This design comes from an exercise in tuning for small area, a short achievable clock period and few clock cycles per item on the open sky130 flow, not from production work.
No functional check of the RTL was part of any run shown here.
Power is estimated from default activity; no workload was simulated.

## flow/design.v (module list and top-level ports; edited modules follow where they fit)
// module csa_multiplier: 1725 lines
module csa_multiplier (
    input  logic        clk,
    input  logic        rst_n,
    input  logic        in_valid,
    input  logic [15:0] x,
    input  logic [15:0] y,
    output logic        out_valid,
    output logic [31:0] product
);
  // ...
==> flow/flow/run.sh <==
#!/bin/bash
# Own layout flow: the standard layout with two changes.
# 1. Synthesis: Yosys's synth runs with -noabc, so its early "abc -fast" pass
#    does not re-map the hand-written full/half adders before extract_fa maps
#    them to the library's fa/ha cells (no inverters between adders).
# 2. Port buffers: buffer_ports still gives every input and output port a
#    buffer, but uses the plain buffer named below instead of the delay cell
#    it picks by default.
# Everything else is the standard flow (standard.sh, ORFS make targets).
set -euo pipefail
here=$(pwd)
sed 's/yosys synth -nofsm -noshare /yosys synth -nofsm -noshare -noabc /' synth_recipe.tcl > noabc_synth.tcl
grep -q -- "-noabc" noabc_synth.tcl
export BUFFER_PORTS_ARGS="-buffer_cell sky130_fd_sc_hd__buf_1"
bash standard.sh SYNTH_SCRIPT="$here/noabc_synth.tcl" finish > "$here/flow_make.log" 2>&1
==> flow/standard.sh <==
#!/bin/bash
# synth_recipe.tcl (not shown) runs the flow's synth.tcl, then flattens the netlist and writes it again
# the make line also repeats each setting of config.mk as NAME=value (left out here)
make -C /OpenROAD-flow-scripts/flow DESIGN_CONFIG=/design/flow/config.mk WORK_HOME=/design/flow/orfs CLKGATE_MAP_FILE= SYNTH_SCRIPT=/design/flow/synth_recipe.tcl "${@:-finish}"
==> flow/config.mk <==
export PLATFORM = sky130hd
export DESIGN_NAME = csa_multiplier
export DESIGN_NICKNAME = csa_multiplier
export VERILOG_FILES = /design/flow/design.v
export SDC_FILE = /design/flow/constraint.sdc
export NUM_CORES = 4
export LEC_CHECK = 0
export CAP_MARGIN = 20
export CORE_MARGIN = 2
export CORE_UTILIZATION = 40
export CTS_CLUSTER_DIAMETER = 80
export CTS_CLUSTER_SIZE = 24
export SETUP_SLACK_MARGIN = 4.0
export SLEW_MARGIN = 20
==> flow/constraint.sdc <==
create_clock -name core_clock -period 6.5 [get_ports {clk}]
set_input_delay 1.3000 -clock core_clock [delete_from_list [all_inputs] [get_ports {clk}]]
set_output_delay 1.3000 -clock core_clock [all_outputs]
set_load 0.01 [all_outputs]
==> flow_metrics.py, run 1 <==
metrics = {
    "setup_path": {
        "endpoint": "t1_c7_1",
        "cp.arrival_ps": 2780,
        "cp.required_ps": 6870,
        "rr_endpoint": "t1_c7_1",
        "r2r_start": "xr[6]",
        "critical_path_class": "reg -> reg",
        "critPathBufInv": 0,
    },
    "timing": {
        "hold_viol_final": 0,
        "slew_violations": 0,
        "post-route-min-period_ps": 2414,
        "finalWorstSetupSlack_ps": 4086,
        "rsz0062_at_grt": "false",
    },
    "die": {
        "core_sq_mm": 0.02801,
        "die-area_sq_mm": 0.03002,
    },
    "power": {
        "switching_power_mw": 2.200,
        "power_frac_clock_pct": 16.2,
    },
    "status": {
        "status": "no timing/DRC/antenna violations",
    },
    "logic_synthesis": {
        "synth_edf_count": 0,
        "ys_seq_area_share_pct": 40.17,
        "syn_nets": 1212,
        "yosys.area.top_type": "dfxtp_1",
        "synth_top_family_by_area": "adder cells",
    },
    "route": {
        "drtAntennaViolNets": 0,
    },
    "global_route": {
        "antenna_found_initial": 1,
        "grt_pass1_wl_um": 39980,
    },
    "final_layout": {
        "num-multi-input-gates": 661,
        "top_regs": "pr: 32 flops, xr: 16 flops",
        "diodes": 0,
        "fin_area_sq_mm": 0.01241,
        "largest_register": "pr",
        "finalNetCount": 1221,
        "largest_reg_flops": 32,
    },
    "clock_network": {
        "clk_path_buf_depth": 3,
        "cts_setup_buffers": 0,
        "h-tree-depth": 1,
    },
    "placement": {
        "place_inst": 1377,
    },
    "hold_path": {
        "worst_hold_startpoint": "t2_p1",
        "holdPathStages": 0,
    },
}
==> run 2, diff against run 1 <==
--- a/flow/config.mk
+++ b/flow/config.mk
@@ -10,5 +10,5 @@
 export CORE_UTILIZATION = 40
 export CTS_CLUSTER_DIAMETER = 80
 export CTS_CLUSTER_SIZE = 24
-export SETUP_SLACK_MARGIN = 4.0
+export SETUP_SLACK_MARGIN = 4.3
 export SLEW_MARGIN = 20
==> run 2 against run 1 <==
Net effect: synthesized area unchanged; total power increased by 4.4%; worst setup slack improved by 170 ps; core utilization rose by 1.5 points; register-to-register slack improved by 190 ps; clock skew rose by 22 ps; combinational power is 7% higher; non-clock buffer count increased by 5; first-iteration DRC count fell by 3.0%; critical path type is now reg -> out; largest cell class unchanged.
==> flow_metrics.py, run 2 <==
metrics = {
    "placement": {
        "dp_hpwl_um": 17120,
        "dp_slack_ps": 3893,
        "placedInstanceArea_sq_mm": 0.01191,
        "routabilityCongestion": 0.8435,
        "place_inst": 1378,
        "port_buffers": 67,
    },
    "logic_synthesis": {
        "synthArstFlopShare_pct": 0,
        "ys_seq_area_share_pct": 40.17,
        "netlist_area_sq_mm": 0.01146,
        "synthFlopType": "dfxtp_1",
        "synthTopCellsByArea": "dfxtp_1 (40%), fa_1 (19%), xnor2_1 (10%), a22oi_1 (7.9%), ha_1 (6.6%)",
        "synth_most_common_cell": "dfxtp_1",
        "yosys.area.top_type": "dfxtp_1",
        "synth_edf_count": 0,
        "synthCells": 1011,
        "syn_nets": 1212,
        "synth_top_area_share_pct": 40.17,
        "ys_ff_latch": 230,
        "synth.avg_cell_area_sq_um": 11.34,
        "yosys_warnings": 1,
        "netlist-cell-type-count": 46,
        "synth_top_cells_by_count": "dfxtp_1 (230), xnor2_1 (136), a22oi_1 (121), fa_1 (106), clkbuf_1 (76)",
    },
    "power": {
        "switching_power_mw": 2.254,
        "power_frac_clock_pct": 16.0,
        "vdd_drop_max_mv": 0.1811,
        "leakage_nw": 5.145,
        "seqPwrFrac_pct": 38.2,
        "sw_frac_of_total_pct": 37.13,
        "p_comb_share_pct": 45.8,
        "powerDensity_mw_per_mm2": 473.1,
        "internal_power_mw": 3.817,
        "p_total_mw": 6.071,
    },
    "global_route": {
        "grtUsageTotal_pct": 16.20,
        "grt_overflow_total": 0,
        "antenna_found_initial": 0,
        "grt_pass1_wl_um": 39730,
        "grt_pass1_vias": 7265,
        "grt_max_degree": 35,
    },
    "final_layout": {
        "largest_reg_flops": 32,
        "final_common_cell": "dfxtp_1",
        "area_delta_synth_final_pct": 11.97,
        "diodes": 0,
        "drive_gt1_share_pct": 15.02,
        "top_regs": "pr: 32 flops, xr: 16 flops",
        "mostFrequentLayoutCells": "dfxtp_1 (174), xnor2_1 (136), a22oi_1 (121)",
        "multiInputGateArea_sq_mm": 0.006531,
        "fin_area_sq_mm": 0.01283,
        "finalNetCount": 1226,
        "fin_cells": 1410,
        "nFillCells": 2539,
        "seq_area_sq_mm": 0.004690,
        "largest_register": "pr",
    },
    "route": {
        "dr.pass1.iters": 5,
        "drc": 0,
        "drtAntennaViolNets": 0,
        "wirelength_um": 24330,
        "drt-initial-drc-count": 517,
        "via_count": 7131,
        "viasPerCell": 5.057,
        "drt-wirelength-per-cell_um": 17.26,
    },
    "run": {
        "max-cap-violations": 0,
    },
    "timing": {
        "post-route-min-period_ps": 2242,
        "setup_viol": 0,
        "tns_ps": 0,
        "rsz0062_at_grt": "true",
        "hold_viol_final": 0,
        "finalWorstSetupSlack_ps": 4258,
        "maxSlewHeadroom_pct": 59.82,
        "worst_pin_slew_ps": 602.7,
        "slew_violations": 0,
        "fmax_ghz": 0.4460,
        "fin_crit_sh_pct": 34.50,
        "fin_skew_ps": 34.00,
    },
    "setup_path": {
        "cp_slowest_cell": "dfxtp_1",
        "critPathLaunchType": "flop",
        "crit_chain": "buf_2",
        "cp.required_ps": 5200,
        "crit_fanout": 1,
        "cp.arrival_ps": 940,
        "critical_path_class": "reg -> out",
        "cpLargestDelayFamily": "flip-flops",
        "worstSetupEndpointType": "output pin",
        "critPathBufInv": 1,
        "cpPeakStageDelay_ps": 310,
    },
    "die": {
        "ioPinCount": 68,
        "fp-row-count": 61,
        "die_x_um": 173.3,
        "fp.dieH_um": 173.3,
        "die-area_sq_mm": 0.03002,
        "start_util_pct": 40.92,
        "core_sq_mm": 0.02801,
    },
    "clock_network": {
        "clkSlewWorstSetupHoldPaths_ps": 90,
        "cts_tree": "done",
        "clk_path_buf_depth": 3,
        "clock_latency_ps": 510,
        "cts-root-buf": "clkbuf_16",
        "cts_made_buffers": 15,
        "clock_sinks": 230,
        "h-tree-depth": 1,
        "hold_buffers": 0,
    },
    "status": {
        "status": "no timing/DRC/antenna violations",
    },
    "hold_path": {
        "min_path_type": "reg -> reg",
    },
}
## run 2: cell counts after synthesis
Identical to the previous run, type by type.
## run 2: worst paths after layout
check / from / to / slack (ps) / cells past startpoint
min: t2_p0 / pr[0] / 330 / 0
max reg2reg: t2_c3_1 / pr[29] / 4280 / 9
min reg2reg: t2_p0 / pr[0] / 330 / 0
max: pr[3] / product[3] / 4260 / 1
## run 2: kinds of logic (layout without fill, tap and decap cells)
family / count (synthesis) / after routing / share of synthesized area (%)
adders and majority gates: 166 / 166 / 25.07
and+or+nand+nor: 114 / 114 / 4.465
muxes: 1 / 1 / 0.08734
AOI/OAI and AO/OA: 210 / 210 / 13.21
xor gates and xnor gates: 170 / 170 / 12.99
buffers and inverters: 120 / 141 / 4.006
DFF: 230 / 230 / 40.17
## run 2: per-stage QoR
stage          utilization [%]  hold slack (ps)
2_1_floorplan                -            309.6
3_3_place_gp             42.52            311.5
4_1_cts                  45.06            330.8
5_1_grt                  45.81            334.2
6_report                 45.81            328.9
3_5_place_dp             42.52            315.7
## run 2: repair_timing
item | 4_1_cts | 5_1_grt
pin swaps | 14 | 11
resized for setup | 93 | 44
buffers inserted | 3 | 5
setup endpoints to repair | 102 | 50
gates cloned | 0 | 0
## run 2: final cells by class
class / instances / share of cell area, %
inverters: 36 / 1.053
well taps: 378 / 3.686
clock buffers: 17 / 3.140
flip-flops and latches: 230 / 36.54
multi-input cells: 661 / 50.90
clock inverters: 7 / 0.5948
repair buffers: 81 / 4.085
## run 2: worst register-to-register path, cell delays in order (launching register included)
cell and delay [ps]:
dfxtp_2 330, ha_4 160, fa_2 380, a211oi_2 220
o21bai_2 130, o211ai_4 260, a21oi_2 120, nor3b_2 240
o31ai_1 110, xor2_1 140
## run 2: routing by layer
metal / global-route usage, % / wire (um) / vias up
li1: - / - / 3413
met1: 23.76 / 11880 / 3470
met2: 24.52 / 10550 / 219
met3: 3.180 / 1461 / 29
met4: 4.096 / 441 / 0
met5: 0 / 0 / -
## run 2: power by group through the flow
stage,Combinational (mW),Clock (mW),Sequential (mW)
2_1_floorplan,1.90,0,2.24
3_3_place_gp,2.52,0,2.31
3_5_place_dp,2.57,0,2.32
4_1_cts,2.71,1.01,2.30
5_1_grt,3.20,1.06,2.38
6_report,2.78,0.971,2.32

[what the ideal ports hide]
Ports are ideal in the flow. The routed layouts listed here were re-timed in OpenROAD. Step 1 assumes that a clkbuf_16 drives the clock port and a buf_2 every other input. Step 2 times the ports against the registers' clock, not the clock port: input delays grow and output delays shrink by t, the midpoint of the rising clock arrivals with the driver on. Slacks: no drivers / after step 1 / after step 2; pairs: no drivers / after step 1.
run	t (ns)	slack for setup (ns)	worst setup path at the end	clock arrival spread, ns	slew at the worst register clock pin (ns)
run 1	0.526	4.086 / 4.086 / 4.086	register to register	0.015 / 0.015	0.09 / 0.09
run 2	0.536	4.258 / 4.212 / 4.278	register to register	0.034 / 0.034	0.10 / 0.10
After both steps every run listed still meets setup and hold.
